This is an optimization exercise on Yosys and OpenROAD, whose aim is small area and a short achievable clock period, not a production implementation. Function was not checked in any run shown here: the RTL went through the layout flow alone. Power figures rest on the tool's default switching activity, not on a simulated workload.

[run.sh]
#!/bin/bash
# synth_recipe.tcl (not shown) runs the flow's synth.tcl, then flattens the netlist and writes it again
# the make line also repeats each setting of config.mk as NAME=value (left out here)
make -C /OpenROAD-flow-scripts/flow DESIGN_CONFIG=/design/flow/config.mk WORK_HOME=/design/flow/orfs CLKGATE_MAP_FILE= SYNTH_SCRIPT=/design/flow/synth_recipe.tcl finish
[config.mk]
export PLATFORM = sky130hd
export DESIGN_NAME = wallaceMulTop
export DESIGN_NICKNAME = wallaceMulTop
export VERILOG_FILES = /design/flow/design.v
export SDC_FILE = /design/flow/constraint.sdc
export NUM_CORES = 4
export LEC_CHECK = 0
export ABC_CLOCK_PERIOD_IN_PS = 2500
export CAP_MARGIN = 20
export CORE_MARGIN = 2
export CORE_UTILIZATION = 60
export SETUP_SLACK_MARGIN = 1.5
export SLEW_MARGIN = 20
export SYNTH_HIERARCHICAL = 1
[constraint.sdc]
create_clock -name core_clock -period 4.3 [get_ports {clk}]
set_input_delay 0.8600 -clock core_clock [delete_from_list [all_inputs] [get_ports {clk}]]
set_output_delay 0.8600 -clock core_clock [all_outputs]
set_load 0.01 [all_outputs]
[design.v]
`timescale 1ns/1ps
package mulPkg;
	localparam int OpWidth   = 16;
	localparam int ProdWidth = 2 * OpWidth;
endpackage
`timescale 1ns/1ps
`timescale 1ns/1ps
module fullAdd (
	input  logic a,
	input  logic b,
	input  logic c,
	output logic s,
	output logic co
);
	assign s  = a ^ b ^ c;
	assign co = (a & b) | (a & c) | (b & c);
endmodule
module halfAdd (
	input  logic a,
	input  logic b,
	output logic s,
	output logic co
);
	assign s  = a ^ b;
	assign co = a & b;
endmodule
`timescale 1ns/1ps
`timescale 1ns/1ps
`timescale 1ns/1ps
`timescale 1ns/1ps
module wallaceMulTop (
	input  logic        clk,
	input  logic        arstN,
	input  logic        reqValid,
	input  logic [15:0] reqOpA,
	input  logic [15:0] reqOpB,
	output logic        respValid,
	output logic [31:0] respProduct
);
	logic        valid1_q;
	logic        valid2_q;
	logic [93:0] s1_d;
	logic [93:0] s1_q;
	logic [49:0] s2_d;
	logic [49:0] s2_q;
	logic [31:0] rowA;
	logic [31:0] rowB;
	logic [31:0] sum;
	always_ff @(posedge clk or negedge arstN) begin
		if (!arstN) begin
			valid1_q  <= 1'b0;
			valid2_q  <= 1'b0;
			respValid <= 1'b0;
		end else begin
			valid1_q  <= reqValid;
			valid2_q  <= valid1_q;
			respValid <= valid2_q;
		end
	end
	always_ff @(posedge clk) begin
		s1_q        <= s1_d;
		s2_q        <= s2_d;
		respProduct <= sum;
	end
	logic [16:0] bx;
	logic [7:0]  one;
	logic [7:0]  two;
	logic [7:0]  neg;
	assign bx = {reqOpB, 1'b0};
	always_comb begin
		for (int i = 0; i < 8; i++) begin
			one[i] = bx[2*i+1] ^ bx[2*i];
			two[i] = (bx[2*i+2] & ~bx[2*i+1] & ~bx[2*i]) | (~bx[2*i+2] & bx[2*i+1] & bx[2*i]);
			neg[i] = bx[2*i+2];
		end
	end
	logic pp0_0;
	logic pp0_1;
	logic pp0_2;
	logic pp0_3;
	logic pp0_4;
	logic pp0_5;
	logic pp0_6;
	logic pp0_7;
	logic pp0_8;
	logic pp0_9;
	logic pp0_10;
	logic pp0_11;
	logic pp0_12;
	logic pp0_13;
	logic pp0_14;
	logic pp0_15;
	logic pp0_16;
	logic pp1_0;
	logic pp1_1;
	logic pp1_2;
	logic pp1_3;
	logic pp1_4;
	logic pp1_5;
	logic pp1_6;
	logic pp1_7;
	logic pp1_8;
	logic pp1_9;
	logic pp1_10;
	logic pp1_11;
	logic pp1_12;
	logic pp1_13;
	logic pp1_14;
	logic pp1_15;
	logic pp1_16;
	logic pp2_0;
	logic pp2_1;
	logic pp2_2;
	logic pp2_3;
	logic pp2_4;
	logic pp2_5;
	logic pp2_6;
	logic pp2_7;
	logic pp2_8;
	logic pp2_9;
	logic pp2_10;
	logic pp2_11;
	logic pp2_12;
	logic pp2_13;
	logic pp2_14;
	logic pp2_15;
	logic pp2_16;
	logic pp3_0;
	logic pp3_1;
	logic pp3_2;
	logic pp3_3;
	logic pp3_4;
	logic pp3_5;
	logic pp3_6;
	logic pp3_7;
	logic pp3_8;
	logic pp3_9;
	logic pp3_10;
	logic pp3_11;
	logic pp3_12;
	logic pp3_13;
	logic pp3_14;
	logic pp3_15;
	logic pp3_16;
	logic pp4_0;
	logic pp4_1;
	logic pp4_2;
	logic pp4_3;
	logic pp4_4;
	logic pp4_5;
	logic pp4_6;
	logic pp4_7;
	logic pp4_8;
	logic pp4_9;
	logic pp4_10;
	logic pp4_11;
	logic pp4_12;
	logic pp4_13;
	logic pp4_14;
	logic pp4_15;
	logic pp4_16;
	logic pp5_0;
	logic pp5_1;
	logic pp5_2;
	logic pp5_3;
	logic pp5_4;
	logic pp5_5;
	logic pp5_6;
	logic pp5_7;
	logic pp5_8;
	logic pp5_9;
	logic pp5_10;
	logic pp5_11;
	logic pp5_12;
	logic pp5_13;
	logic pp5_14;
	logic pp5_15;
	logic pp5_16;
	logic pp6_0;
	logic pp6_1;
	logic pp6_2;
	logic pp6_3;
	logic pp6_4;
	logic pp6_5;
	logic pp6_6;
	logic pp6_7;
	logic pp6_8;
	logic pp6_9;
	logic pp6_10;
	logic pp6_11;
	logic pp6_12;
	logic pp6_13;
	logic pp6_14;
	logic pp6_15;
	logic pp6_16;
	logic pp7_0;
	logic pp7_1;
	logic pp7_2;
	logic pp7_3;
	logic pp7_4;
	logic pp7_5;
	logic pp7_6;
	logic pp7_7;
	logic pp7_8;
	logic pp7_9;
	logic pp7_10;
	logic pp7_11;
	logic pp7_12;
	logic pp7_13;
	logic pp7_14;
	logic pp7_15;
	logic pp7_16;
	logic pp8_0;
	logic pp8_1;
	logic pp8_2;
	logic pp8_3;
	logic pp8_4;
	logic pp8_5;
	logic pp8_6;
	logic pp8_7;
	logic pp8_8;
	logic pp8_9;
	logic pp8_10;
	logic pp8_11;
	logic pp8_12;
	logic pp8_13;
	logic pp8_14;
	logic pp8_15;
	assign pp0_0 = (one[0] & reqOpA[0]) ^ neg[0];
	assign pp0_1 = ((one[0] & reqOpA[1]) | (two[0] & reqOpA[0])) ^ neg[0];
	assign pp0_2 = ((one[0] & reqOpA[2]) | (two[0] & reqOpA[1])) ^ neg[0];
	assign pp0_3 = ((one[0] & reqOpA[3]) | (two[0] & reqOpA[2])) ^ neg[0];
	assign pp0_4 = ((one[0] & reqOpA[4]) | (two[0] & reqOpA[3])) ^ neg[0];
	assign pp0_5 = ((one[0] & reqOpA[5]) | (two[0] & reqOpA[4])) ^ neg[0];
	assign pp0_6 = ((one[0] & reqOpA[6]) | (two[0] & reqOpA[5])) ^ neg[0];
	assign pp0_7 = ((one[0] & reqOpA[7]) | (two[0] & reqOpA[6])) ^ neg[0];
	assign pp0_8 = ((one[0] & reqOpA[8]) | (two[0] & reqOpA[7])) ^ neg[0];
	assign pp0_9 = ((one[0] & reqOpA[9]) | (two[0] & reqOpA[8])) ^ neg[0];
	assign pp0_10 = ((one[0] & reqOpA[10]) | (two[0] & reqOpA[9])) ^ neg[0];
	assign pp0_11 = ((one[0] & reqOpA[11]) | (two[0] & reqOpA[10])) ^ neg[0];
	assign pp0_12 = ((one[0] & reqOpA[12]) | (two[0] & reqOpA[11])) ^ neg[0];
	assign pp0_13 = ((one[0] & reqOpA[13]) | (two[0] & reqOpA[12])) ^ neg[0];
	assign pp0_14 = ((one[0] & reqOpA[14]) | (two[0] & reqOpA[13])) ^ neg[0];
	assign pp0_15 = ((one[0] & reqOpA[15]) | (two[0] & reqOpA[14])) ^ neg[0];
	assign pp0_16 = (two[0] & reqOpA[15]) ^ neg[0];
	assign pp1_0 = (one[1] & reqOpA[0]) ^ neg[1];
	assign pp1_1 = ((one[1] & reqOpA[1]) | (two[1] & reqOpA[0])) ^ neg[1];
	assign pp1_2 = ((one[1] & reqOpA[2]) | (two[1] & reqOpA[1])) ^ neg[1];
	assign pp1_3 = ((one[1] & reqOpA[3]) | (two[1] & reqOpA[2])) ^ neg[1];
	assign pp1_4 = ((one[1] & reqOpA[4]) | (two[1] & reqOpA[3])) ^ neg[1];
	assign pp1_5 = ((one[1] & reqOpA[5]) | (two[1] & reqOpA[4])) ^ neg[1];
	assign pp1_6 = ((one[1] & reqOpA[6]) | (two[1] & reqOpA[5])) ^ neg[1];
	assign pp1_7 = ((one[1] & reqOpA[7]) | (two[1] & reqOpA[6])) ^ neg[1];
	assign pp1_8 = ((one[1] & reqOpA[8]) | (two[1] & reqOpA[7])) ^ neg[1];
	assign pp1_9 = ((one[1] & reqOpA[9]) | (two[1] & reqOpA[8])) ^ neg[1];
	assign pp1_10 = ((one[1] & reqOpA[10]) | (two[1] & reqOpA[9])) ^ neg[1];
	assign pp1_11 = ((one[1] & reqOpA[11]) | (two[1] & reqOpA[10])) ^ neg[1];
	assign pp1_12 = ((one[1] & reqOpA[12]) | (two[1] & reqOpA[11])) ^ neg[1];
	assign pp1_13 = ((one[1] & reqOpA[13]) | (two[1] & reqOpA[12])) ^ neg[1];
	assign pp1_14 = ((one[1] & reqOpA[14]) | (two[1] & reqOpA[13])) ^ neg[1];
	assign pp1_15 = ((one[1] & reqOpA[15]) | (two[1] & reqOpA[14])) ^ neg[1];
	assign pp1_16 = (two[1] & reqOpA[15]) ^ neg[1];
	assign pp2_0 = (one[2] & reqOpA[0]) ^ neg[2];
	assign pp2_1 = ((one[2] & reqOpA[1]) | (two[2] & reqOpA[0])) ^ neg[2];
	assign pp2_2 = ((one[2] & reqOpA[2]) | (two[2] & reqOpA[1])) ^ neg[2];
	assign pp2_3 = ((one[2] & reqOpA[3]) | (two[2] & reqOpA[2])) ^ neg[2];
	assign pp2_4 = ((one[2] & reqOpA[4]) | (two[2] & reqOpA[3])) ^ neg[2];
	assign pp2_5 = ((one[2] & reqOpA[5]) | (two[2] & reqOpA[4])) ^ neg[2];
	assign pp2_6 = ((one[2] & reqOpA[6]) | (two[2] & reqOpA[5])) ^ neg[2];
	assign pp2_7 = ((one[2] & reqOpA[7]) | (two[2] & reqOpA[6])) ^ neg[2];
	assign pp2_8 = ((one[2] & reqOpA[8]) | (two[2] & reqOpA[7])) ^ neg[2];
	assign pp2_9 = ((one[2] & reqOpA[9]) | (two[2] & reqOpA[8])) ^ neg[2];
	assign pp2_10 = ((one[2] & reqOpA[10]) | (two[2] & reqOpA[9])) ^ neg[2];
	assign pp2_11 = ((one[2] & reqOpA[11]) | (two[2] & reqOpA[10])) ^ neg[2];
	assign pp2_12 = ((one[2] & reqOpA[12]) | (two[2] & reqOpA[11])) ^ neg[2];
	assign pp2_13 = ((one[2] & reqOpA[13]) | (two[2] & reqOpA[12])) ^ neg[2];
	assign pp2_14 = ((one[2] & reqOpA[14]) | (two[2] & reqOpA[13])) ^ neg[2];
	assign pp2_15 = ((one[2] & reqOpA[15]) | (two[2] & reqOpA[14])) ^ neg[2];
	assign pp2_16 = (two[2] & reqOpA[15]) ^ neg[2];
	assign pp3_0 = (one[3] & reqOpA[0]) ^ neg[3];
	assign pp3_1 = ((one[3] & reqOpA[1]) | (two[3] & reqOpA[0])) ^ neg[3];
	assign pp3_2 = ((one[3] & reqOpA[2]) | (two[3] & reqOpA[1])) ^ neg[3];
	assign pp3_3 = ((one[3] & reqOpA[3]) | (two[3] & reqOpA[2])) ^ neg[3];
	assign pp3_4 = ((one[3] & reqOpA[4]) | (two[3] & reqOpA[3])) ^ neg[3];
	assign pp3_5 = ((one[3] & reqOpA[5]) | (two[3] & reqOpA[4])) ^ neg[3];
	assign pp3_6 = ((one[3] & reqOpA[6]) | (two[3] & reqOpA[5])) ^ neg[3];
	assign pp3_7 = ((one[3] & reqOpA[7]) | (two[3] & reqOpA[6])) ^ neg[3];
	assign pp3_8 = ((one[3] & reqOpA[8]) | (two[3] & reqOpA[7])) ^ neg[3];
	assign pp3_9 = ((one[3] & reqOpA[9]) | (two[3] & reqOpA[8])) ^ neg[3];
	assign pp3_10 = ((one[3] & reqOpA[10]) | (two[3] & reqOpA[9])) ^ neg[3];
	assign pp3_11 = ((one[3] & reqOpA[11]) | (two[3] & reqOpA[10])) ^ neg[3];
	assign pp3_12 = ((one[3] & reqOpA[12]) | (two[3] & reqOpA[11])) ^ neg[3];
	assign pp3_13 = ((one[3] & reqOpA[13]) | (two[3] & reqOpA[12])) ^ neg[3];
	assign pp3_14 = ((one[3] & reqOpA[14]) | (two[3] & reqOpA[13])) ^ neg[3];
	assign pp3_15 = ((one[3] & reqOpA[15]) | (two[3] & reqOpA[14])) ^ neg[3];
	assign pp3_16 = (two[3] & reqOpA[15]) ^ neg[3];
	assign pp4_0 = (one[4] & reqOpA[0]) ^ neg[4];
	assign pp4_1 = ((one[4] & reqOpA[1]) | (two[4] & reqOpA[0])) ^ neg[4];
	assign pp4_2 = ((one[4] & reqOpA[2]) | (two[4] & reqOpA[1])) ^ neg[4];
	assign pp4_3 = ((one[4] & reqOpA[3]) | (two[4] & reqOpA[2])) ^ neg[4];
	assign pp4_4 = ((one[4] & reqOpA[4]) | (two[4] & reqOpA[3])) ^ neg[4];
	assign pp4_5 = ((one[4] & reqOpA[5]) | (two[4] & reqOpA[4])) ^ neg[4];
	assign pp4_6 = ((one[4] & reqOpA[6]) | (two[4] & reqOpA[5])) ^ neg[4];
	assign pp4_7 = ((one[4] & reqOpA[7]) | (two[4] & reqOpA[6])) ^ neg[4];
	assign pp4_8 = ((one[4] & reqOpA[8]) | (two[4] & reqOpA[7])) ^ neg[4];
	assign pp4_9 = ((one[4] & reqOpA[9]) | (two[4] & reqOpA[8])) ^ neg[4];
	assign pp4_10 = ((one[4] & reqOpA[10]) | (two[4] & reqOpA[9])) ^ neg[4];
	assign pp4_11 = ((one[4] & reqOpA[11]) | (two[4] & reqOpA[10])) ^ neg[4];
	assign pp4_12 = ((one[4] & reqOpA[12]) | (two[4] & reqOpA[11])) ^ neg[4];
	assign pp4_13 = ((one[4] & reqOpA[13]) | (two[4] & reqOpA[12])) ^ neg[4];
	assign pp4_14 = ((one[4] & reqOpA[14]) | (two[4] & reqOpA[13])) ^ neg[4];
	assign pp4_15 = ((one[4] & reqOpA[15]) | (two[4] & reqOpA[14])) ^ neg[4];
	assign pp4_16 = (two[4] & reqOpA[15]) ^ neg[4];
	assign pp5_0 = (one[5] & reqOpA[0]) ^ neg[5];
	assign pp5_1 = ((one[5] & reqOpA[1]) | (two[5] & reqOpA[0])) ^ neg[5];
	assign pp5_2 = ((one[5] & reqOpA[2]) | (two[5] & reqOpA[1])) ^ neg[5];
	assign pp5_3 = ((one[5] & reqOpA[3]) | (two[5] & reqOpA[2])) ^ neg[5];
	assign pp5_4 = ((one[5] & reqOpA[4]) | (two[5] & reqOpA[3])) ^ neg[5];
	assign pp5_5 = ((one[5] & reqOpA[5]) | (two[5] & reqOpA[4])) ^ neg[5];
	assign pp5_6 = ((one[5] & reqOpA[6]) | (two[5] & reqOpA[5])) ^ neg[5];
	assign pp5_7 = ((one[5] & reqOpA[7]) | (two[5] & reqOpA[6])) ^ neg[5];
	assign pp5_8 = ((one[5] & reqOpA[8]) | (two[5] & reqOpA[7])) ^ neg[5];
	assign pp5_9 = ((one[5] & reqOpA[9]) | (two[5] & reqOpA[8])) ^ neg[5];
	assign pp5_10 = ((one[5] & reqOpA[10]) | (two[5] & reqOpA[9])) ^ neg[5];
	assign pp5_11 = ((one[5] & reqOpA[11]) | (two[5] & reqOpA[10])) ^ neg[5];
	assign pp5_12 = ((one[5] & reqOpA[12]) | (two[5] & reqOpA[11])) ^ neg[5];
	assign pp5_13 = ((one[5] & reqOpA[13]) | (two[5] & reqOpA[12])) ^ neg[5];
	assign pp5_14 = ((one[5] & reqOpA[14]) | (two[5] & reqOpA[13])) ^ neg[5];
	assign pp5_15 = ((one[5] & reqOpA[15]) | (two[5] & reqOpA[14])) ^ neg[5];
	assign pp5_16 = (two[5] & reqOpA[15]) ^ neg[5];
	assign pp6_0 = (one[6] & reqOpA[0]) ^ neg[6];
	assign pp6_1 = ((one[6] & reqOpA[1]) | (two[6] & reqOpA[0])) ^ neg[6];
	assign pp6_2 = ((one[6] & reqOpA[2]) | (two[6] & reqOpA[1])) ^ neg[6];
	assign pp6_3 = ((one[6] & reqOpA[3]) | (two[6] & reqOpA[2])) ^ neg[6];
	assign pp6_4 = ((one[6] & reqOpA[4]) | (two[6] & reqOpA[3])) ^ neg[6];
	assign pp6_5 = ((one[6] & reqOpA[5]) | (two[6] & reqOpA[4])) ^ neg[6];
	assign pp6_6 = ((one[6] & reqOpA[6]) | (two[6] & reqOpA[5])) ^ neg[6];
	assign pp6_7 = ((one[6] & reqOpA[7]) | (two[6] & reqOpA[6])) ^ neg[6];
	assign pp6_8 = ((one[6] & reqOpA[8]) | (two[6] & reqOpA[7])) ^ neg[6];
	assign pp6_9 = ((one[6] & reqOpA[9]) | (two[6] & reqOpA[8])) ^ neg[6];
	assign pp6_10 = ((one[6] & reqOpA[10]) | (two[6] & reqOpA[9])) ^ neg[6];
	assign pp6_11 = ((one[6] & reqOpA[11]) | (two[6] & reqOpA[10])) ^ neg[6];
	assign pp6_12 = ((one[6] & reqOpA[12]) | (two[6] & reqOpA[11])) ^ neg[6];
	assign pp6_13 = ((one[6] & reqOpA[13]) | (two[6] & reqOpA[12])) ^ neg[6];
	assign pp6_14 = ((one[6] & reqOpA[14]) | (two[6] & reqOpA[13])) ^ neg[6];
	assign pp6_15 = ((one[6] & reqOpA[15]) | (two[6] & reqOpA[14])) ^ neg[6];
	assign pp6_16 = (two[6] & reqOpA[15]) ^ neg[6];
	assign pp7_0 = (one[7] & reqOpA[0]) ^ neg[7];
	assign pp7_1 = ((one[7] & reqOpA[1]) | (two[7] & reqOpA[0])) ^ neg[7];
	assign pp7_2 = ((one[7] & reqOpA[2]) | (two[7] & reqOpA[1])) ^ neg[7];
	assign pp7_3 = ((one[7] & reqOpA[3]) | (two[7] & reqOpA[2])) ^ neg[7];
	assign pp7_4 = ((one[7] & reqOpA[4]) | (two[7] & reqOpA[3])) ^ neg[7];
	assign pp7_5 = ((one[7] & reqOpA[5]) | (two[7] & reqOpA[4])) ^ neg[7];
	assign pp7_6 = ((one[7] & reqOpA[6]) | (two[7] & reqOpA[5])) ^ neg[7];
	assign pp7_7 = ((one[7] & reqOpA[7]) | (two[7] & reqOpA[6])) ^ neg[7];
	assign pp7_8 = ((one[7] & reqOpA[8]) | (two[7] & reqOpA[7])) ^ neg[7];
	assign pp7_9 = ((one[7] & reqOpA[9]) | (two[7] & reqOpA[8])) ^ neg[7];
	assign pp7_10 = ((one[7] & reqOpA[10]) | (two[7] & reqOpA[9])) ^ neg[7];
	assign pp7_11 = ((one[7] & reqOpA[11]) | (two[7] & reqOpA[10])) ^ neg[7];
	assign pp7_12 = ((one[7] & reqOpA[12]) | (two[7] & reqOpA[11])) ^ neg[7];
	assign pp7_13 = ((one[7] & reqOpA[13]) | (two[7] & reqOpA[12])) ^ neg[7];
	assign pp7_14 = ((one[7] & reqOpA[14]) | (two[7] & reqOpA[13])) ^ neg[7];
	assign pp7_15 = ((one[7] & reqOpA[15]) | (two[7] & reqOpA[14])) ^ neg[7];
	assign pp7_16 = (two[7] & reqOpA[15]) ^ neg[7];
	assign pp8_0 = reqOpA[0] & reqOpB[15];
	assign pp8_1 = reqOpA[1] & reqOpB[15];
	assign pp8_2 = reqOpA[2] & reqOpB[15];
	assign pp8_3 = reqOpA[3] & reqOpB[15];
	assign pp8_4 = reqOpA[4] & reqOpB[15];
	assign pp8_5 = reqOpA[5] & reqOpB[15];
	assign pp8_6 = reqOpA[6] & reqOpB[15];
	assign pp8_7 = reqOpA[7] & reqOpB[15];
	assign pp8_8 = reqOpA[8] & reqOpB[15];
	assign pp8_9 = reqOpA[9] & reqOpB[15];
	assign pp8_10 = reqOpA[10] & reqOpB[15];
	assign pp8_11 = reqOpA[11] & reqOpB[15];
	assign pp8_12 = reqOpA[12] & reqOpB[15];
	assign pp8_13 = reqOpA[13] & reqOpB[15];
	assign pp8_14 = reqOpA[14] & reqOpB[15];
	assign pp8_15 = reqOpA[15] & reqOpB[15];
	logic xs1;
	logic xc2;
	logic xs3;
	logic xc4;
	logic xs5;
	logic xc6;
	logic xs7;
	logic xc8;
	logic xs9;
	logic xc10;
	logic xs11;
	logic xc12;
	logic xs13;
	logic xc14;
	logic xs15;
	logic xc16;
	logic xs17;
	logic xc18;
	logic xs19;
	logic xc20;
	logic xs21;
	logic xc22;
	logic xs23;
	logic xc24;
	logic xs25;
	logic xc26;
	logic xs27;
	logic xc28;
	logic xs29;
	logic xc30;
	logic xs31;
	logic xc32;
	logic xs33;
	logic xc34;
	logic xs35;
	logic xc36;
	logic xs37;
	logic xc38;
	logic xs39;
	logic xc40;
	logic xs41;
	logic xc42;
	logic xs43;
	logic xc44;
	logic xs45;
	logic xc46;
	logic xs47;
	logic xc48;
	logic xs49;
	logic xc50;
	logic xs51;
	logic xc52;
	logic xs53;
	logic xc54;
	logic xs55;
	logic xc56;
	logic xs57;
	logic xc58;
	logic xs59;
	logic xc60;
	logic xs61;
	logic xc62;
	logic xs63;
	logic xc64;
	logic xs65;
	logic xc66;
	logic xs67;
	logic xc68;
	logic xs69;
	logic xc70;
	logic xs71;
	logic xc72;
	logic xs73;
	logic xc74;
	logic xs75;
	logic xc76;
	logic xs77;
	logic xc78;
	logic xs79;
	logic xc80;
	logic xs81;
	logic xc82;
	logic xs83;
	logic xc84;
	logic xs85;
	logic xc86;
	logic xs87;
	logic xc88;
	logic xs89;
	logic xc90;
	logic xs91;
	logic xc92;
	logic xs93;
	logic xc94;
	logic xs95;
	logic xc96;
	logic xs97;
	logic xc98;
	logic xs99;
	logic xc100;
	logic xs101;
	logic xc102;
	logic xs103;
	logic xc104;
	logic xs105;
	logic xc106;
	logic xs107;
	logic xc108;
	logic xs109;
	logic xc110;
	logic xs111;
	logic xc112;
	logic xs113;
	logic xc114;
	logic xs115;
	logic xc116;
	logic xs117;
	logic xc118;
	logic xs119;
	logic xc120;
	logic xs121;
	logic xc122;
	logic xs123;
	logic xc124;
	logic xs125;
	logic xc126;
	logic xs127;
	logic xc128;
	logic xs129;
	logic xc130;
	logic xs131;
	logic xc132;
	logic xs133;
	logic xc134;
	logic xs135;
	logic xc136;
	logic xs137;
	logic xc138;
	logic xs139;
	logic xc140;
	logic xs141;
	logic xc142;
	logic xs143;
	logic xc144;
	logic xs145;
	logic xc146;
	logic xs147;
	logic xc148;
	logic xs149;
	logic xc150;
	logic xs151;
	logic xc152;
	logic xs153;
	logic xc154;
	logic xs155;
	logic xc156;
	logic xs157;
	logic xc158;
	logic xs159;
	logic xc160;
	logic xs161;
	logic xc162;
	logic xs163;
	logic xc164;
	logic xs165;
	logic xc166;
	logic xs167;
	logic xc168;
	logic xs169;
	logic xc170;
	logic xs171;
	logic xc172;
	logic xs173;
	logic xc174;
	logic xs175;
	logic xc176;
	logic xs177;
	logic xc178;
	halfAdd uxs1 (.a(neg[0]), .b(pp0_0), .s(xs1), .co(xc2));
	halfAdd uxs3 (.a(pp0_1), .b(xc2), .s(xs3), .co(xc4));
	fullAdd uxs5 (.a(neg[1]), .b(pp0_2), .c(pp1_0), .s(xs5), .co(xc6));
	halfAdd uxs7 (.a(xc4), .b(xs5), .s(xs7), .co(xc8));
	fullAdd uxs9 (.a(pp0_3), .b(pp1_1), .c(xc6), .s(xs9), .co(xc10));
	fullAdd uxs11 (.a(neg[2]), .b(pp0_4), .c(pp1_2), .s(xs11), .co(xc12));
	halfAdd uxs13 (.a(pp2_0), .b(xs11), .s(xs13), .co(xc14));
	fullAdd uxs15 (.a(pp0_5), .b(pp1_3), .c(pp2_1), .s(xs15), .co(xc16));
	halfAdd uxs17 (.a(xc12), .b(xs15), .s(xs17), .co(xc18));
	fullAdd uxs19 (.a(neg[3]), .b(pp0_6), .c(pp1_4), .s(xs19), .co(xc20));
	fullAdd uxs21 (.a(pp2_2), .b(pp3_0), .c(xc16), .s(xs21), .co(xc22));
	fullAdd uxs23 (.a(pp0_7), .b(pp1_5), .c(pp2_3), .s(xs23), .co(xc24));
	fullAdd uxs25 (.a(pp3_1), .b(xc20), .c(xs23), .s(xs25), .co(xc26));
	fullAdd uxs27 (.a(neg[4]), .b(pp0_8), .c(pp1_6), .s(xs27), .co(xc28));
	fullAdd uxs29 (.a(pp2_4), .b(pp3_2), .c(pp4_0), .s(xs29), .co(xc30));
	fullAdd uxs31 (.a(xc24), .b(xs27), .c(xs29), .s(xs31), .co(xc32));
	fullAdd uxs33 (.a(pp0_9), .b(pp1_7), .c(pp2_5), .s(xs33), .co(xc34));
	fullAdd uxs35 (.a(pp3_3), .b(pp4_1), .c(xc28), .s(xs35), .co(xc36));
	fullAdd uxs37 (.a(neg[5]), .b(pp0_10), .c(pp1_8), .s(xs37), .co(xc38));
	fullAdd uxs39 (.a(pp2_6), .b(pp3_4), .c(pp4_2), .s(xs39), .co(xc40));
	fullAdd uxs41 (.a(pp5_0), .b(xc34), .c(xs37), .s(xs41), .co(xc42));
	fullAdd uxs43 (.a(pp0_11), .b(pp1_9), .c(pp2_7), .s(xs43), .co(xc44));
	fullAdd uxs45 (.a(pp3_5), .b(pp4_3), .c(pp5_1), .s(xs45), .co(xc46));
	fullAdd uxs47 (.a(xc38), .b(xc40), .c(xs43), .s(xs47), .co(xc48));
	fullAdd uxs49 (.a(neg[6]), .b(pp0_12), .c(pp1_10), .s(xs49), .co(xc50));
	fullAdd uxs51 (.a(pp2_8), .b(pp3_6), .c(pp4_4), .s(xs51), .co(xc52));
	fullAdd uxs53 (.a(pp5_2), .b(pp6_0), .c(xc44), .s(xs53), .co(xc54));
	fullAdd uxs55 (.a(xc46), .b(xs49), .c(xs51), .s(xs55), .co(xc56));
	fullAdd uxs57 (.a(pp0_13), .b(pp1_11), .c(pp2_9), .s(xs57), .co(xc58));
	fullAdd uxs59 (.a(pp3_7), .b(pp4_5), .c(pp5_3), .s(xs59), .co(xc60));
	fullAdd uxs61 (.a(pp6_1), .b(xc50), .c(xc52), .s(xs61), .co(xc62));
	fullAdd uxs63 (.a(neg[7]), .b(pp0_14), .c(pp1_12), .s(xs63), .co(xc64));
	fullAdd uxs65 (.a(pp2_10), .b(pp3_8), .c(pp4_6), .s(xs65), .co(xc66));
	fullAdd uxs67 (.a(pp5_4), .b(pp6_2), .c(pp7_0), .s(xs67), .co(xc68));
	fullAdd uxs69 (.a(xc58), .b(xc60), .c(xs63), .s(xs69), .co(xc70));
	fullAdd uxs71 (.a(pp0_15), .b(pp1_13), .c(pp2_11), .s(xs71), .co(xc72));
	fullAdd uxs73 (.a(pp3_9), .b(pp4_7), .c(pp5_5), .s(xs73), .co(xc74));
	fullAdd uxs75 (.a(pp6_3), .b(pp7_1), .c(xc64), .s(xs75), .co(xc76));
	fullAdd uxs77 (.a(xc66), .b(xc68), .c(xs71), .s(xs77), .co(xc78));
	fullAdd uxs79 (.a(pp8_0), .b(pp0_16), .c(pp1_14), .s(xs79), .co(xc80));
	fullAdd uxs81 (.a(pp2_12), .b(pp3_10), .c(pp4_8), .s(xs81), .co(xc82));
	fullAdd uxs83 (.a(pp5_6), .b(pp6_4), .c(pp7_2), .s(xs83), .co(xc84));
	fullAdd uxs85 (.a(xc72), .b(xc74), .c(xs79), .s(xs85), .co(xc86));
	fullAdd uxs87 (.a(pp8_1), .b(neg[0]), .c(pp1_15), .s(xs87), .co(xc88));
	fullAdd uxs89 (.a(pp2_13), .b(pp3_11), .c(pp4_9), .s(xs89), .co(xc90));
	fullAdd uxs91 (.a(pp5_7), .b(pp6_5), .c(pp7_3), .s(xs91), .co(xc92));
	fullAdd uxs93 (.a(xc80), .b(xc82), .c(xc84), .s(xs93), .co(xc94));
	fullAdd uxs95 (.a(xs87), .b(xs89), .c(xs91), .s(xs95), .co(xc96));
	fullAdd uxs97 (.a(pp8_2), .b(neg[0]), .c(pp1_16), .s(xs97), .co(xc98));
	fullAdd uxs99 (.a(pp2_14), .b(pp3_12), .c(pp4_10), .s(xs99), .co(xc100));
	fullAdd uxs101 (.a(pp5_8), .b(pp6_6), .c(pp7_4), .s(xs101), .co(xc102));
	fullAdd uxs103 (.a(xc88), .b(xc90), .c(xc92), .s(xs103), .co(xc104));
	fullAdd uxs105 (.a(xs97), .b(xs99), .c(xs101), .s(xs105), .co(xc106));
	fullAdd uxs107 (.a(pp8_3), .b(~neg[0]), .c(~neg[1]), .s(xs107), .co(xc108));
	fullAdd uxs109 (.a(pp2_15), .b(pp3_13), .c(pp4_11), .s(xs109), .co(xc110));
	fullAdd uxs111 (.a(pp5_9), .b(pp6_7), .c(pp7_5), .s(xs111), .co(xc112));
	fullAdd uxs113 (.a(xs107), .b(xc98), .c(xc100), .s(xs113), .co(xc114));
	fullAdd uxs115 (.a(xc102), .b(xs109), .c(xs111), .s(xs115), .co(xc116));
	assign xs117 = ~(pp8_4 ^ xc108);
	assign xc118 = pp8_4 | xc108;
	fullAdd uxs119 (.a(pp2_16), .b(pp3_14), .c(pp4_12), .s(xs119), .co(xc120));
	fullAdd uxs121 (.a(pp5_10), .b(pp6_8), .c(pp7_6), .s(xs121), .co(xc122));
	fullAdd uxs123 (.a(xs117), .b(xc110), .c(xc112), .s(xs123), .co(xc124));
	fullAdd uxs125 (.a(pp8_5), .b(~neg[2]), .c(pp3_15), .s(xs125), .co(xc126));
	fullAdd uxs127 (.a(pp4_13), .b(pp5_11), .c(pp6_9), .s(xs127), .co(xc128));
	fullAdd uxs129 (.a(pp7_7), .b(xc118), .c(xc120), .s(xs129), .co(xc130));
	fullAdd uxs131 (.a(xc122), .b(xs125), .c(xs127), .s(xs131), .co(xc132));
	assign xs133 = ~(pp8_6 ^ pp3_16);
	assign xc134 = pp8_6 | pp3_16;
	fullAdd uxs135 (.a(pp4_14), .b(pp5_12), .c(pp6_10), .s(xs135), .co(xc136));
	fullAdd uxs137 (.a(pp7_8), .b(xs133), .c(xc126), .s(xs137), .co(xc138));
	fullAdd uxs139 (.a(pp8_7), .b(~neg[3]), .c(pp4_15), .s(xs139), .co(xc140));
	fullAdd uxs141 (.a(pp5_13), .b(pp6_11), .c(pp7_9), .s(xs141), .co(xc142));
	fullAdd uxs143 (.a(xc134), .b(xc136), .c(xs139), .s(xs143), .co(xc144));
	assign xs145 = ~(pp8_8 ^ pp4_16);
	assign xc146 = pp8_8 | pp4_16;
	fullAdd uxs147 (.a(pp5_14), .b(pp6_12), .c(pp7_10), .s(xs147), .co(xc148));
	fullAdd uxs149 (.a(xs145), .b(xc140), .c(xc142), .s(xs149), .co(xc150));
	fullAdd uxs151 (.a(pp8_9), .b(~neg[4]), .c(pp5_15), .s(xs151), .co(xc152));
	fullAdd uxs153 (.a(pp6_13), .b(pp7_11), .c(xc146), .s(xs153), .co(xc154));
	assign xs155 = ~(pp8_10 ^ pp5_16);
	assign xc156 = pp8_10 | pp5_16;
	fullAdd uxs157 (.a(pp6_14), .b(pp7_12), .c(xs155), .s(xs157), .co(xc158));
	halfAdd uxs159 (.a(xc152), .b(xc154), .s(xs159), .co(xc160));
	fullAdd uxs161 (.a(pp8_11), .b(~neg[5]), .c(pp6_15), .s(xs161), .co(xc162));
	fullAdd uxs163 (.a(pp7_13), .b(xc156), .c(xs161), .s(xs163), .co(xc164));
	assign xs165 = ~(pp8_12 ^ pp6_16);
	assign xc166 = pp8_12 | pp6_16;
	fullAdd uxs167 (.a(pp7_14), .b(xs165), .c(xc162), .s(xs167), .co(xc168));
	fullAdd uxs169 (.a(pp8_13), .b(~neg[6]), .c(pp7_15), .s(xs169), .co(xc170));
	halfAdd uxs171 (.a(xc166), .b(xs169), .s(xs171), .co(xc172));
	assign xs173 = ~(pp8_14 ^ pp7_16);
	assign xc174 = pp8_14 | pp7_16;
	halfAdd uxs175 (.a(xs173), .b(xc170), .s(xs175), .co(xc176));
	fullAdd uxs177 (.a(pp8_15), .b(~neg[7]), .c(xc174), .s(xs177), .co(xc178));
	assign s1_d[0] = xs1;  
	assign s1_d[1] = xs3;  
	assign s1_d[2] = xs7;  
	assign s1_d[3] = xc8;  
	assign s1_d[4] = xs9;  
	assign s1_d[5] = xc10;  
	assign s1_d[6] = xs13;  
	assign s1_d[7] = xc14;  
	assign s1_d[8] = xs17;  
	assign s1_d[9] = xs19;  
	assign s1_d[10] = xc18;  
	assign s1_d[11] = xs21;  
	assign s1_d[12] = xc22;  
	assign s1_d[13] = xs25;  
	assign s1_d[14] = xc26;  
	assign s1_d[15] = xs31;  
	assign s1_d[16] = xc30;  
	assign s1_d[17] = xs33;  
	assign s1_d[18] = xc32;  
	assign s1_d[19] = xs35;  
	assign s1_d[20] = xs39;  
	assign s1_d[21] = xc36;  
	assign s1_d[22] = xs41;  
	assign s1_d[23] = xs45;  
	assign s1_d[24] = xc42;  
	assign s1_d[25] = xs47;  
	assign s1_d[26] = xc48;  
	assign s1_d[27] = xs53;  
	assign s1_d[28] = xs55;  
	assign s1_d[29] = xs57;  
	assign s1_d[30] = xs59;  
	assign s1_d[31] = xc54;  
	assign s1_d[32] = xc56;  
	assign s1_d[33] = xs61;  
	assign s1_d[34] = xs65;  
	assign s1_d[35] = xs67;  
	assign s1_d[36] = xc62;  
	assign s1_d[37] = xs69;  
	assign s1_d[38] = xs73;  
	assign s1_d[39] = xc70;  
	assign s1_d[40] = xs75;  
	assign s1_d[41] = xs77;  
	assign s1_d[42] = xs81;  
	assign s1_d[43] = xs83;  
	assign s1_d[44] = xc76;  
	assign s1_d[45] = xc78;  
	assign s1_d[46] = xs85;  
	assign s1_d[47] = xc86;  
	assign s1_d[48] = xs93;  
	assign s1_d[49] = xs95;  
	assign s1_d[50] = xc94;  
	assign s1_d[51] = xc96;  
	assign s1_d[52] = xs103;  
	assign s1_d[53] = xs105;  
	assign s1_d[54] = xc104;  
	assign s1_d[55] = xc106;  
	assign s1_d[56] = xs113;  
	assign s1_d[57] = xs115;  
	assign s1_d[58] = xs119;  
	assign s1_d[59] = xs121;  
	assign s1_d[60] = xc114;  
	assign s1_d[61] = xc116;  
	assign s1_d[62] = xs123;  
	assign s1_d[63] = xc124;  
	assign s1_d[64] = xs129;  
	assign s1_d[65] = xs131;  
	assign s1_d[66] = xc128;  
	assign s1_d[67] = xs135;  
	assign s1_d[68] = xc130;  
	assign s1_d[69] = xc132;  
	assign s1_d[70] = xs137;  
	assign s1_d[71] = xs141;  
	assign s1_d[72] = xc138;  
	assign s1_d[73] = xs143;  
	assign s1_d[74] = xs147;  
	assign s1_d[75] = xc144;  
	assign s1_d[76] = xs149;  
	assign s1_d[77] = xc148;  
	assign s1_d[78] = xs151;  
	assign s1_d[79] = xs153;  
	assign s1_d[80] = xc150;  
	assign s1_d[81] = xs157;  
	assign s1_d[82] = xs159;  
	assign s1_d[83] = xc158;  
	assign s1_d[84] = xc160;  
	assign s1_d[85] = xs163;  
	assign s1_d[86] = xc164;  
	assign s1_d[87] = xs167;  
	assign s1_d[88] = xc168;  
	assign s1_d[89] = xs171;  
	assign s1_d[90] = xs175;  
	assign s1_d[91] = xc172;  
	assign s1_d[92] = xc176;  
	assign s1_d[93] = xs177;  
	logic ys179;
	logic yc180;
	logic ys181;
	logic yc182;
	logic ys183;
	logic yc184;
	logic ys185;
	logic yc186;
	logic ys187;
	logic yc188;
	logic ys189;
	logic yc190;
	logic ys191;
	logic yc192;
	logic ys193;
	logic yc194;
	logic ys195;
	logic yc196;
	logic ys197;
	logic yc198;
	logic ys199;
	logic yc200;
	logic ys201;
	logic yc202;
	logic ys203;
	logic yc204;
	logic ys205;
	logic yc206;
	logic ys207;
	logic yc208;
	logic ys209;
	logic yc210;
	logic ys211;
	logic yc212;
	logic ys213;
	logic yc214;
	logic ys215;
	logic yc216;
	logic ys217;
	logic yc218;
	logic ys219;
	logic yc220;
	logic ys221;
	logic yc222;
	logic ys223;
	logic yc224;
	logic ys225;
	logic yc226;
	logic ys227;
	logic yc228;
	logic ys229;
	logic yc230;
	logic ys231;
	logic yc232;
	logic ys233;
	logic yc234;
	logic ys235;
	logic yc236;
	logic ys237;
	logic yc238;
	logic ys239;
	logic yc240;
	logic ys241;
	logic yc242;
	logic ys243;
	logic yc244;
	logic ys245;
	logic yc246;
	logic ys247;
	logic yc248;
	logic ys249;
	logic yc250;
	logic ys251;
	logic yc252;
	logic ys253;
	logic yc254;
	logic ys255;
	logic yc256;
	logic ys257;
	logic yc258;
	logic ys259;
	logic yc260;
	logic ys261;
	logic yc262;
	logic ys263;
	logic yc264;
	logic ys265;
	logic yc266;
	logic ys267;
	logic yc268;
	logic ys269;
	logic yc270;
	logic ys271;
	logic yc272;
	logic ys273;
	logic yc274;
	logic ys275;
	logic yc276;
	logic ys277;
	logic yc278;
	logic ys279;
	logic yc280;
	logic ys281;
	logic yc282;
	logic ys283;
	logic yc284;
	halfAdd uys179 (.a(s1_q[3]), .b(s1_q[4]), .s(ys179), .co(yc180));
	fullAdd uys181 (.a(s1_q[5]), .b(s1_q[6]), .c(yc180), .s(ys181), .co(yc182));
	fullAdd uys183 (.a(s1_q[7]), .b(s1_q[8]), .c(yc182), .s(ys183), .co(yc184));
	fullAdd uys185 (.a(s1_q[9]), .b(s1_q[10]), .c(s1_q[11]), .s(ys185), .co(yc186));
	halfAdd uys187 (.a(ys185), .b(yc184), .s(ys187), .co(yc188));
	fullAdd uys189 (.a(s1_q[12]), .b(s1_q[13]), .c(yc186), .s(ys189), .co(yc190));
	fullAdd uys191 (.a(s1_q[14]), .b(s1_q[15]), .c(yc190), .s(ys191), .co(yc192));
	fullAdd uys193 (.a(s1_q[16]), .b(s1_q[17]), .c(s1_q[18]), .s(ys193), .co(yc194));
	halfAdd uys195 (.a(s1_q[19]), .b(ys193), .s(ys195), .co(yc196));
	fullAdd uys197 (.a(s1_q[20]), .b(s1_q[21]), .c(s1_q[22]), .s(ys197), .co(yc198));
	fullAdd uys199 (.a(yc194), .b(ys197), .c(yc196), .s(ys199), .co(yc200));
	fullAdd uys201 (.a(s1_q[23]), .b(s1_q[24]), .c(s1_q[25]), .s(ys201), .co(yc202));
	halfAdd uys203 (.a(yc198), .b(ys201), .s(ys203), .co(yc204));
	fullAdd uys205 (.a(s1_q[26]), .b(s1_q[27]), .c(s1_q[28]), .s(ys205), .co(yc206));
	fullAdd uys207 (.a(yc202), .b(ys205), .c(yc204), .s(ys207), .co(yc208));
	fullAdd uys209 (.a(s1_q[29]), .b(s1_q[30]), .c(s1_q[31]), .s(ys209), .co(yc210));
	fullAdd uys211 (.a(s1_q[32]), .b(s1_q[33]), .c(yc206), .s(ys211), .co(yc212));
	halfAdd uys213 (.a(ys209), .b(ys211), .s(ys213), .co(yc214));
	fullAdd uys215 (.a(s1_q[34]), .b(s1_q[35]), .c(s1_q[36]), .s(ys215), .co(yc216));
	fullAdd uys217 (.a(s1_q[37]), .b(yc210), .c(ys215), .s(ys217), .co(yc218));
	halfAdd uys219 (.a(yc212), .b(ys217), .s(ys219), .co(yc220));
	fullAdd uys221 (.a(s1_q[38]), .b(s1_q[39]), .c(s1_q[40]), .s(ys221), .co(yc222));
	fullAdd uys223 (.a(s1_q[41]), .b(yc216), .c(ys221), .s(ys223), .co(yc224));
	halfAdd uys225 (.a(yc218), .b(ys223), .s(ys225), .co(yc226));
	fullAdd uys227 (.a(s1_q[42]), .b(s1_q[43]), .c(s1_q[44]), .s(ys227), .co(yc228));
	fullAdd uys229 (.a(s1_q[45]), .b(s1_q[46]), .c(yc222), .s(ys229), .co(yc230));
	fullAdd uys231 (.a(ys227), .b(yc224), .c(ys229), .s(ys231), .co(yc232));
	fullAdd uys233 (.a(s1_q[47]), .b(s1_q[48]), .c(s1_q[49]), .s(ys233), .co(yc234));
	fullAdd uys235 (.a(yc228), .b(ys233), .c(yc230), .s(ys235), .co(yc236));
	fullAdd uys237 (.a(s1_q[50]), .b(s1_q[51]), .c(s1_q[52]), .s(ys237), .co(yc238));
	fullAdd uys239 (.a(s1_q[53]), .b(yc234), .c(ys237), .s(ys239), .co(yc240));
	fullAdd uys241 (.a(s1_q[54]), .b(s1_q[55]), .c(s1_q[56]), .s(ys241), .co(yc242));
	fullAdd uys243 (.a(s1_q[57]), .b(yc238), .c(ys241), .s(ys243), .co(yc244));
	fullAdd uys245 (.a(s1_q[58]), .b(s1_q[59]), .c(s1_q[60]), .s(ys245), .co(yc246));
	fullAdd uys247 (.a(s1_q[61]), .b(s1_q[62]), .c(yc242), .s(ys247), .co(yc248));
	fullAdd uys249 (.a(ys245), .b(yc244), .c(ys247), .s(ys249), .co(yc250));
	fullAdd uys251 (.a(s1_q[63]), .b(s1_q[64]), .c(s1_q[65]), .s(ys251), .co(yc252));
	fullAdd uys253 (.a(yc246), .b(ys251), .c(yc248), .s(ys253), .co(yc254));
	fullAdd uys255 (.a(s1_q[66]), .b(s1_q[67]), .c(s1_q[68]), .s(ys255), .co(yc256));
	fullAdd uys257 (.a(s1_q[69]), .b(s1_q[70]), .c(yc252), .s(ys257), .co(yc258));
	halfAdd uys259 (.a(ys255), .b(ys257), .s(ys259), .co(yc260));
	fullAdd uys261 (.a(s1_q[71]), .b(s1_q[72]), .c(s1_q[73]), .s(ys261), .co(yc262));
	fullAdd uys263 (.a(yc256), .b(ys261), .c(yc258), .s(ys263), .co(yc264));
	fullAdd uys265 (.a(s1_q[74]), .b(s1_q[75]), .c(s1_q[76]), .s(ys265), .co(yc266));
	halfAdd uys267 (.a(yc262), .b(ys265), .s(ys267), .co(yc268));
	fullAdd uys269 (.a(s1_q[77]), .b(s1_q[78]), .c(s1_q[79]), .s(ys269), .co(yc270));
	fullAdd uys271 (.a(s1_q[80]), .b(yc266), .c(ys269), .s(ys271), .co(yc272));
	fullAdd uys273 (.a(s1_q[81]), .b(s1_q[82]), .c(yc270), .s(ys273), .co(yc274));
	fullAdd uys275 (.a(s1_q[83]), .b(s1_q[84]), .c(s1_q[85]), .s(ys275), .co(yc276));
	fullAdd uys277 (.a(s1_q[86]), .b(s1_q[87]), .c(yc276), .s(ys277), .co(yc278));
	fullAdd uys279 (.a(s1_q[88]), .b(s1_q[89]), .c(yc278), .s(ys279), .co(yc280));
	halfAdd uys281 (.a(s1_q[90]), .b(s1_q[91]), .s(ys281), .co(yc282));
	fullAdd uys283 (.a(s1_q[92]), .b(s1_q[93]), .c(yc282), .s(ys283), .co(yc284));
	assign s2_d[0] = s1_q[0];  
	assign s2_d[1] = s1_q[1];  
	assign s2_d[2] = s1_q[2];  
	assign s2_d[3] = ys179;  
	assign s2_d[4] = ys181;  
	assign s2_d[5] = ys183;  
	assign s2_d[6] = ys187;  
	assign s2_d[7] = ys189;  
	assign s2_d[8] = yc188;  
	assign s2_d[9] = ys191;  
	assign s2_d[10] = ys195;  
	assign s2_d[11] = yc192;  
	assign s2_d[12] = ys199;  
	assign s2_d[13] = ys203;  
	assign s2_d[14] = yc200;  
	assign s2_d[15] = ys207;  
	assign s2_d[16] = yc208;  
	assign s2_d[17] = ys213;  
	assign s2_d[18] = yc214;  
	assign s2_d[19] = ys219;  
	assign s2_d[20] = yc220;  
	assign s2_d[21] = ys225;  
	assign s2_d[22] = yc226;  
	assign s2_d[23] = ys231;  
	assign s2_d[24] = yc232;  
	assign s2_d[25] = ys235;  
	assign s2_d[26] = ys239;  
	assign s2_d[27] = yc236;  
	assign s2_d[28] = yc240;  
	assign s2_d[29] = ys243;  
	assign s2_d[30] = ys249;  
	assign s2_d[31] = yc250;  
	assign s2_d[32] = ys253;  
	assign s2_d[33] = yc254;  
	assign s2_d[34] = ys259;  
	assign s2_d[35] = yc260;  
	assign s2_d[36] = ys263;  
	assign s2_d[37] = ys267;  
	assign s2_d[38] = yc264;  
	assign s2_d[39] = yc268;  
	assign s2_d[40] = ys271;  
	assign s2_d[41] = yc272;  
	assign s2_d[42] = ys273;  
	assign s2_d[43] = ys275;  
	assign s2_d[44] = yc274;  
	assign s2_d[45] = ys277;  
	assign s2_d[46] = ys279;  
	assign s2_d[47] = ys281;  
	assign s2_d[48] = yc280;  
	assign s2_d[49] = ys283;  
	assign rowA[0] = s2_q[0];
	assign rowB[0] = 1'b0;
	assign rowA[1] = s2_q[1];
	assign rowB[1] = 1'b0;
	assign rowA[2] = s2_q[2];
	assign rowB[2] = 1'b0;
	assign rowA[3] = s2_q[3];
	assign rowB[3] = 1'b0;
	assign rowA[4] = s2_q[4];
	assign rowB[4] = 1'b0;
	assign rowA[5] = s2_q[5];
	assign rowB[5] = 1'b0;
	assign rowA[6] = s2_q[6];
	assign rowB[6] = 1'b0;
	assign rowA[7] = s2_q[7];
	assign rowB[7] = s2_q[8];
	assign rowA[8] = s2_q[9];
	assign rowB[8] = 1'b0;
	assign rowA[9] = s2_q[10];
	assign rowB[9] = s2_q[11];
	assign rowA[10] = s2_q[12];
	assign rowB[10] = 1'b0;
	assign rowA[11] = s2_q[13];
	assign rowB[11] = s2_q[14];
	assign rowA[12] = s2_q[15];
	assign rowB[12] = 1'b0;
	assign rowA[13] = s2_q[16];
	assign rowB[13] = s2_q[17];
	assign rowA[14] = s2_q[18];
	assign rowB[14] = s2_q[19];
	assign rowA[15] = s2_q[20];
	assign rowB[15] = s2_q[21];
	assign rowA[16] = s2_q[22];
	assign rowB[16] = s2_q[23];
	assign rowA[17] = s2_q[24];
	assign rowB[17] = s2_q[25];
	assign rowA[18] = s2_q[26];
	assign rowB[18] = s2_q[27];
	assign rowA[19] = s2_q[28];
	assign rowB[19] = s2_q[29];
	assign rowA[20] = s2_q[30];
	assign rowB[20] = 1'b0;
	assign rowA[21] = s2_q[31];
	assign rowB[21] = s2_q[32];
	assign rowA[22] = s2_q[33];
	assign rowB[22] = s2_q[34];
	assign rowA[23] = s2_q[35];
	assign rowB[23] = s2_q[36];
	assign rowA[24] = s2_q[37];
	assign rowB[24] = s2_q[38];
	assign rowA[25] = s2_q[39];
	assign rowB[25] = s2_q[40];
	assign rowA[26] = s2_q[41];
	assign rowB[26] = s2_q[42];
	assign rowA[27] = s2_q[43];
	assign rowB[27] = s2_q[44];
	assign rowA[28] = s2_q[45];
	assign rowB[28] = 1'b0;
	assign rowA[29] = s2_q[46];
	assign rowB[29] = 1'b0;
	assign rowA[30] = s2_q[47];
	assign rowB[30] = s2_q[48];
	assign rowA[31] = s2_q[49];
	assign rowB[31] = 1'b0;
	assign sum = rowA + rowB;
endmodule
==> results of run 1 <==
modules after synthesis, one instance, submodules excluded:
module         flip-flops and latches  times used  cells  area [um^2]
fullAdd                             0         118      1         20.0
halfAdd                             0          18      1         12.5
wallaceMulTop                     179           1   1247         9430
synthesized netlist by cell type (4+ instances only):
master	count
sky130_fd_sc_hd__a21o_1	4
sky130_fd_sc_hd__a21oi_1	173
sky130_fd_sc_hd__a221oi_1	70
sky130_fd_sc_hd__a22o_1	9
sky130_fd_sc_hd__a31oi_1	5
sky130_fd_sc_hd__and2_0	5
sky130_fd_sc_hd__and2_1	27
sky130_fd_sc_hd__buf_1	19
sky130_fd_sc_hd__clkbuf_1	120
sky130_fd_sc_hd__dfxtp_1	176
sky130_fd_sc_hd__fa_1	118
sky130_fd_sc_hd__ha_1	43
sky130_fd_sc_hd__inv_1	19
sky130_fd_sc_hd__inv_2	7
sky130_fd_sc_hd__maj3_1	36
sky130_fd_sc_hd__mux2i_1	9
sky130_fd_sc_hd__nand2_1	214
sky130_fd_sc_hd__nand2b_1	7
sky130_fd_sc_hd__nand3_1	10
sky130_fd_sc_hd__nor2_1	111
sky130_fd_sc_hd__nor2b_1	40
sky130_fd_sc_hd__o21ai_0	41
sky130_fd_sc_hd__o21ai_1	12
sky130_fd_sc_hd__o22ai_1	44
sky130_fd_sc_hd__xnor2_1	19
sky130_fd_sc_hd__xor2_1	13
cell usage in the layout, fill, tap and decap left out, drive strengths merged, types with 3 or more instances in the layout:
cell	netlist	final
nand2b	7	7
a221oi	70	70
o31a	3	3
nor2b	40	40
fa	118	118
dfxtp	176	176
o22ai	44	44
nand2	214	214
a21o	4	4
nand4	3	3
and2	32	32
dlygate4sd2	0	3
dlymetal6s2s	0	3
mux2i	9	9
xnor2	19	19
nand3	10	10
buf	19	77
bufbuf	0	3
o21ai	53	53
maj3	36	36
dfrtp	3	3
a22o	9	9
a31oi	6	6
ha	43	43
clkdlybuf4s50	0	37
clkbuf	120	28
clkinvlp	0	4
inv	26	30
clkdlybuf4s15	0	8
nor2	112	112
a21oi	173	173
clkinv	0	6
xor2	13	13
per-stage QoR:
step                      hold WS (ns)  setup WS [ns]  cell area, um^2   util  total power, W
after floorplan                  0.310           1.46            12400      -         0.00511
after global placement           0.310          0.533            13300  0.676         0.00620
after detailed placement         0.312          0.492            13300  0.676         0.00636
after CTS                        0.327           1.50            14000  0.716         0.00802
after global routing             0.329           1.48            14100  0.722         0.00859
final                            0.326           1.54            14100  0.722         0.00803
power breakdown:
part	switching (W)	internal (W)	total, W
sequential	0.000328	0.00241	0.00274
combinational	0.00205	0.00174	0.00379
clock	0.000724	0.000772	0.00150
total	0.00311	0.00492	0.00803
what timing repair did:
item,4_1_cts,5_1_grt
gates cloned,3,3
pin swaps,2,2
hold endpoints to repair,0,0
resized for setup,95,55
buffers inserted,1,1
endpoints found under the setup margin,86,38
layout make-up:
cell class | instances | share of cell area
Multi-Input combinational cell | 1039 | 0.574
Sequential cell | 179 | 0.255
Timing Repair Buffer | 143 | 0.0995
Clock buffer | 18 | 0.0304
Tap cell | 265 | 0.0235
Clock inverter | 14 | 0.0106
Inverter | 26 | 0.00690
Antenna cell | 1 | 0.000177
metal layers:
layer  vias to the layer above  GRT usage
li1                       4790          -
met4                         0      0.109
met5                         -          0
met2                       610      0.533
met3                        80     0.0633
met1                      5048      0.474
state kept, by name, indices dropped and copies added, names as in the netlist:
register / cells
valid1_q: 1
respProduct: 32
valid2_q: 1
s1_q: 94
respValid: 1
s2_q: 50
path summary, 6_finish.rpt:
path                                   end  startpoint  depth (start not counted)  slack [ns]
max reg2reg                respProduct[28]    s2_q[20]                          7        1.80
max in group asynchronous        respValid       arstN                          1        3.57
min                         respProduct[3]     s2_q[3]                          0        0.33
min in group asynchronous         valid1_q       arstN                          1        0.60
min reg2reg                 respProduct[3]     s2_q[3]                          0        0.33
max                               s1_q[28]   reqOpB[3]                          7        1.54
critical path: stages:
cell and delay, ns:
sky130_fd_sc_hd__clkdlybuf4s15_2 0.28, sky130_fd_sc_hd__buf_6 0.21, sky130_fd_sc_hd__maj3_1 0.35, sky130_fd_sc_hd__o22ai_1 0.21, sky130_fd_sc_hd__a21oi_2 0.09, sky130_fd_sc_hd__fa_2 0.64
sky130_fd_sc_hd__fa_1 0.42
cell families after synthesis:
kind of cell / count (synthesis) / synth area share
fa+ha+maj: 197 / 0.271
compound gates: 374 / 0.192
buf+inv: 165 / 0.0515
simple gates: 426 / 0.154
mux: 10 / 0.00843
flops: 179 / 0.299
xor+xnor: 32 / 0.0233
==> implementation parameters, run 1 <==
Parameter                              Value

Synthesis
  Flip-flop cell with the highest count after synthesis ... sky130_fd_sc_hd__dfxtp_1
  Dominant cell type by area after synthesis ... sky130_fd_sc_hd__dfxtp_1
  Synth async-reset ratio ... 0.0168
  Library cells used by synthesis ... 48
  Area share of the leading cell type in the synthesized netlist ... 0.293
  Number of cells produced by synthesis ... 1,383
  Synthesized area per cell ... 8.69 um^2
  Number of synthesis warnings ... 7
  Syn Std Cell Area ... 0.0120 mm^2
  Seq/Total Area, Yosys ... 0.299
  Largest cells by area after synthesis ... sky130_fd_sc_hd__dfxtp_1, sky130_fd_sc_hd__fa_1, sky130_fd_sc_hd__a21oi_1
  Register bit count reported by yosys ... 179
  Count of flip-flops with a built-in enable after synthesis ... 0

Timing
  Max Slew Vio Count ... 0
  Final Skew ... 0.0152 ns
  Final count of hold timing violations ... 0
  Share of the cycle needed by the critical path after routing ... 0.642
  Worst rel slew slack ... 0.562
  Worst Tran Pin Value ... 0.657 ns
  Setup violations, final ... 0
  Time the worst path needs with I/O delays and setup ... 2.76 ns
  Fin Setup TNS ... 0 ns
  Peak Freq ... 362 MHz
  Setup repair after global routing missed its margin ... true

Status
  Run status ... finished clean

Critical path
  Crit. End Element ... flop
  Crit path max fanout ... 21
  CP required ... 4.61 ns
  Kind of start point of the critical path ... primary input
  Kind of critical path ... primary input to flop
  Worst Path Arrival ... 3.07 ns

Routing
  Routed wire length on met2 ... 16,600 um
  Wire length after detailed routing ... 36,200 um
  Vias after detailed routing ... 10,500
  Pre-Repair DR Iteration Count ... 7
  Final routed wire length divided by cell count ... 21.5 um
  Met3 WL post-DR ... 4000 um
  Drt first-iter violations ... 1,026
  Number of vias per cell after detailed routing ... 6.25
  Number of nets with antenna violations after routing ... 0
  DRC violation count after routing ... 0
  Detailed-route wire length on metal 1 ... 14,600 um
  Topmost layer with routed signal wires ... met4

Cells and area
  Total area of sequential cells ... 0.00360 mm^2
  Layout overhead on the synthesized area ... 17.6%
  Share of final-layout standard cells stronger than drive strength 1 ... 0.150
  Combined area of the multi-input logic cells ... 0.00812 mm^2
  # nets final ... 1,602
  Number of filler cells placed in the layout ... 1,482
  Non-Filler Instances ... 1,685

Clock network
  CTS Hold Bufs ... 0
  CTS sink cnt ... 179
  CTS max path bufs ... 2
  Num CTS Buffers ... 17
  CTS tree ... yes
  Root Driver ... sky130_fd_sc_hd__clkbuf_16
  Clock-pin transition on the worst setup and hold timing paths ... 0.07 ns
  Clk Latency, worst-skew pair ... 0.43 ns
  H-Tree Depth ... 4

Floorplanning
  Initial Utilization ... 0.614
  Die footprint ... 0.0212 mm^2
  Die Span X ... 146 um
  Total number of placement rows ... 51
  Placeable core region ... 0.0196 mm^2
  Num ports ... 68
  Vertical extent of the die ... 146 um

Global route
  Number of antenna violations at the first check in global routing ... 2
  Total congestion overflow after global routing ... 0
  Maximum number of pins on one net before global-route repair ... 37
  Wire length of the first global-routing pass ... 55,700 um
  Number of global-route vias before repair ... 9,845
  Total GRT Usage ... 0.338

Place
  Count of input and output buffers ... 67
  HPWL Detailed ... 24,700 um
  Global placement routability congestion ... 0.966
  Cell Count Post-Placement ... 1,644

Flow run
  Max-cap viol count ... 0

Hold path
  Class of the worst hold path ... flop to flop

Power
  Worst-case vdd ir drop ... 291 uV
  Power density cells ... 568 mW/mm^2
  Leakage component of the power ... 5.71 nW
==> run 2, diff against run 1 <==
--- a/design.v
+++ b/design.v
@@ -24,6 +24,16 @@
 	assign s  = a ^ b;
 	assign co = a & b;
 endmodule
+module boothEnc (
+	input  logic [2:0] b,
+	output logic       one,
+	output logic       two,
+	output logic       neg
+);
+	assign one = b[1] ^ b[0];
+	assign two = (b[2] & ~b[1] & ~b[0]) | (~b[2] & b[1] & b[0]);
+	assign neg = b[2];
+endmodule
 `timescale 1ns/1ps
 `timescale 1ns/1ps
 `timescale 1ns/1ps
@@ -67,12 +77,8 @@
 	logic [7:0]  two;
 	logic [7:0]  neg;
 	assign bx = {reqOpB, 1'b0};
-	always_comb begin
-		for (int i = 0; i < 8; i++) begin
-			one[i] = bx[2*i+1] ^ bx[2*i];
-			two[i] = (bx[2*i+2] & ~bx[2*i+1] & ~bx[2*i]) | (~bx[2*i+2] & bx[2*i+1] & bx[2*i]);
-			neg[i] = bx[2*i+2];
-		end
+	for (genvar i = 0; i < 8; i++) begin : gEnc
+		boothEnc uEnc (.b(bx[2*i+2:2*i]), .one(one[i]), .two(two[i]), .neg(neg[i]));
 	end
 	logic pp0_0;
 	logic pp0_1;
==> flow/run.sh (new file) <==
#!/bin/bash
# The standard layout (standard.sh, unchanged synthesis) with two changes:
# the port buffers are plain buf_2 cells instead of the delay buffers that
# buffer_ports picks by default, and the clock tree is built from clkbuf_8 cells without dummy loads.
set -euo pipefail
export BUFFER_PORTS_ARGS="-buffer_cell sky130_fd_sc_hd__buf_2"
export CTS_ARGS="-sink_clustering_enable -repair_clock_nets -buf_list sky130_fd_sc_hd__clkbuf_8 -dont_use_dummy_load -sink_clustering_size 20 -sink_clustering_max_diameter 100"
bash standard.sh > standard.log 2>&1
==> standard.sh (new file) <==
#!/bin/bash
# synth_recipe.tcl (not shown) runs the flow's synth.tcl, then flattens the netlist and writes it again
# the make line also repeats each setting of config.mk as NAME=value (left out here)
make -C /OpenROAD-flow-scripts/flow DESIGN_CONFIG=/design/flow/config.mk WORK_HOME=/design/flow/orfs CLKGATE_MAP_FILE= SYNTH_SCRIPT=/design/flow/synth_recipe.tcl "${@:-finish}"
--- a/config.mk
+++ b/config.mk
@@ -9,6 +9,6 @@
 export CAP_MARGIN = 20
 export CORE_MARGIN = 2
 export CORE_UTILIZATION = 60
-export SETUP_SLACK_MARGIN = 1.5
+export SETUP_SLACK_MARGIN = 2.1
 export SLEW_MARGIN = 20
 export SYNTH_HIERARCHICAL = 1
removed: run.sh
==> run 2 against run 1 <==
Net effect:
- still clean
- die area shrank 14%
- critical path depth grew 2
- maximum frequency grew 10%
- register-to-register slack gained 0.29 ns
- via count shrank 31%
- clock power shrank 42%
- first-iteration DRC count shrank 52%
- synthesized area shrank 15%
- non-clock buffer count grew 23
- worst setup slack gained 0.26 ns
- cell area shrank 6.7%
- sequential share of layout area grew 1.8 points
- critical endpoint is now s1_q[25]
- largest power group unchanged
==> implementation parameters, run 2 <==
Parameter                              Value

Cells and area
  Flip-flop count of the largest register after layout ... 94
  Layout overhead on the synthesized area ... 28.7%
  Register with the most flip-flops ... s1_q
  Total inserted antenna cells ... 0
  Leading registers by flop count ... s1_q (94), s2_q (50), respProduct (32)

Floorplanning
  Num ports ... 68
  Initial Utilization ... 0.616
  Placeable core region ... 0.0166 mm^2
  Die footprint ... 0.0181 mm^2
  Total number of placement rows ... 47

Critical path
  FF-to-FF path depth ... 7
  CP required ... 4.70 ns
  Worst Path Arrival ... 2.91 ns
  Kind of start point of the critical path ... primary input
  Reg2Reg Setup Slack ... 2.09 ns

Timing
  Fin Setup TNS ... 0 ns
  Final Skew ... 0.0285 ns
  Max Slew Vio Count ... 0
  Peak Freq ... 399 MHz
  Time the worst path needs with I/O delays and setup ... 2.50 ns

Synthesis
  Register bit count reported by yosys ... 179
  Largest cells by area after synthesis ... sky130_fd_sc_hd__dfxtp_1, sky130_fd_sc_hd__fa_1, sky130_fd_sc_hd__xnor2_1
  Number of cells produced by synthesis ... 904
  Seq/Total Area, Yosys ... 0.351
  Area share of the leading cell type in the synthesized netlist ... 0.344
  Library cell with the highest instance count after synthesis ... sky130_fd_sc_hd__dfxtp_1
  Synth async-reset ratio ... 0.0168
  Library cells used by synthesis ... 46
  Synthesized area per cell ... 11.3 um^2
  Dominant cell type by area after synthesis ... sky130_fd_sc_hd__dfxtp_1

Power
  Switching Fraction ... 0.391
  Leakage component of the power ... 5.25 nW
  Total Power ... 0.00817 W
  Share of total power in sequential cells ... 0.352
  Internal ... 0.00498 W
  Sw power ... 0.00319 W

Routing
  Number of nets with antenna violations after routing ... 0
  Pre-Repair DR Iteration Count ... 5
  Wire length after detailed routing ... 26,400 um

Status
  Run status ... finished clean

Flow run
  Max-cap viol count ... 0

Clock network
  CTS tree ... yes
  Root Driver ... sky130_fd_sc_hd__clkbuf_8
  H-Tree Depth ... 4

Place
  Count of input and output buffers ... 67
  HPWL Detailed ... 17,000 um
  Cell Count Post-Placement ... 1,125
  Global placement routability congestion ... 0.869

Global route
  Wire length of the first global-routing pass ... 40,200 um
## run 2: cell count changes after synthesis, moves of 30 or more
cell                       before  now
sky130_fd_sc_hd__maj3_1        36    0
sky130_fd_sc_hd__o21ai_0       41   11
sky130_fd_sc_hd__nor2b_1       40    2
sky130_fd_sc_hd__a221oi_1      70    1
sky130_fd_sc_hd__xnor2_1       19  147
sky130_fd_sc_hd__a22oi_1        0  120
sky130_fd_sc_hd__nand2_1      214   43
sky130_fd_sc_hd__clkbuf_1     120   80
sky130_fd_sc_hd__a21oi_1      173   19
sky130_fd_sc_hd__o22ai_1       44    0
sky130_fd_sc_hd__nor2_1       111   18
## run 2: what timing repair did
item | CTS | global route
buffers inserted | 43 | 24
setup endpoints to repair | 102 | 77
cloned | 6 | 2
endpoints found under the hold margin | 0 | 0
pin swaps | 96 | 64
resized for setup | 154 | 92
## run 2: area by class of cell
cell class              count  area (um^2)
repair buffers            166         1580
clock buffers              17          234
well taps                 220          275
flip-flops and latches    179         3600
multi-input cells         610         7410
fillers                  1008         3450
inverters                  25         93.8
## run 2: metal layers
| metal | GRT usage | wire length (um) | up-vias |
|---|---|---|---|
| li1 | - | - | 3211 |
| met1 | 0.390 | 10900 | 3703 |
| met2 | 0.468 | 12700 | 334 |
| met3 | 0.0691 | 2030 | 62 |
| met4 | 0.101 | 679 | 0 |
| met5 | 0 | 0 | - |
## run 2: per-module statistics from Yosys (local to each module, per instance)
module | copies in the design | cell area (um^2) | flip-flops and latches
boothEnc | 8 | 38.8 | 0
halfAdd | 18 | 12.5 | 0
fullAdd | 118 | 20.0 | 0
wallaceMulTop | 1 | 7350 | 179
## run 2: critical path, stage by stage
cell and delay [ns]:
sky130_fd_sc_hd__buf_8 0.10, sky130_fd_sc_hd__nand2b_4 0.14, sky130_fd_sc_hd__o22ai_4 0.23, sky130_fd_sc_hd__buf_12 0.18, sky130_fd_sc_hd__buf_4 0.11, sky130_fd_sc_hd__a22oi_2 0.04
sky130_fd_sc_hd__xnor2_1 0.20, sky130_fd_sc_hd__fa_2 0.49, sky130_fd_sc_hd__fa_2 0.54
## run 2: how the worst max path moves through the flow
stage | endpoint | slack, ns | cells past startpoint | from
2_1_floorplan | s1_q[28] | 1.55 | 8 | reqOpB[8]
3_3_place_gp | s1_q[57] | 0.76 | 8 | reqOpB[5]
3_5_place_dp | s1_q[57] | 0.73 | 8 | reqOpB[3]
4_1_cts | respProduct[28] | 1.89 | 7 | s2_q[11]
5_1_grt | s1_q[28] | 1.78 | 8 | reqOpB[5]
6_report | s1_q[25] | 1.80 | 9 | reqOpB[2]
## run 2: cells by family after synthesis
| family | Yosys count | synth area share |
|---|---|---|
| mux | 1 | 0.00110 |
| xor+xnor | 161 | 0.138 |
| other cells | 1 | 0.000366 |
| fa+ha+maj | 161 | 0.283 |
| flops | 179 | 0.351 |
| simple gates | 100 | 0.0463 |
| buf+inv | 117 | 0.0461 |
| compound gates | 184 | 0.135 |
## run 2: per-stage QoR
step           worst slack (ns)  area, um^2  utilization
2_1_floorplan              1.55       11100            -
3_3_place_gp              0.757       11100        0.665
3_5_place_dp              0.727       11100        0.665
4_1_cts                    1.89       12500        0.753
5_1_grt                    1.78       13200        0.793
6_report                   1.80       13200        0.793
## run 2: power groups by stage
stage / Combinational (W) / Sequential [W] / Clock [W]
3_5_place_dp: 0.00376 / 0.00291 / 0
6_report: 0.00442 / 0.00288 / 0.000868
5_1_grt: 0.00493 / 0.00296 / 0.000960
4_1_cts: 0.00410 / 0.00287 / 0.000887
2_1_floorplan: 0.00262 / 0.00290 / 0
3_3_place_gp: 0.00354 / 0.00287 / 0

Re-timed with assumed drivers on the ports (clkbuf_16 on the clock, buf_2 on other inputs), run 2 has 1.695 ns of setup slack against 1.796 ns with ideal ports, and 1.203 ns once port delays also move by the mid clock arrival of 0.492 ns.
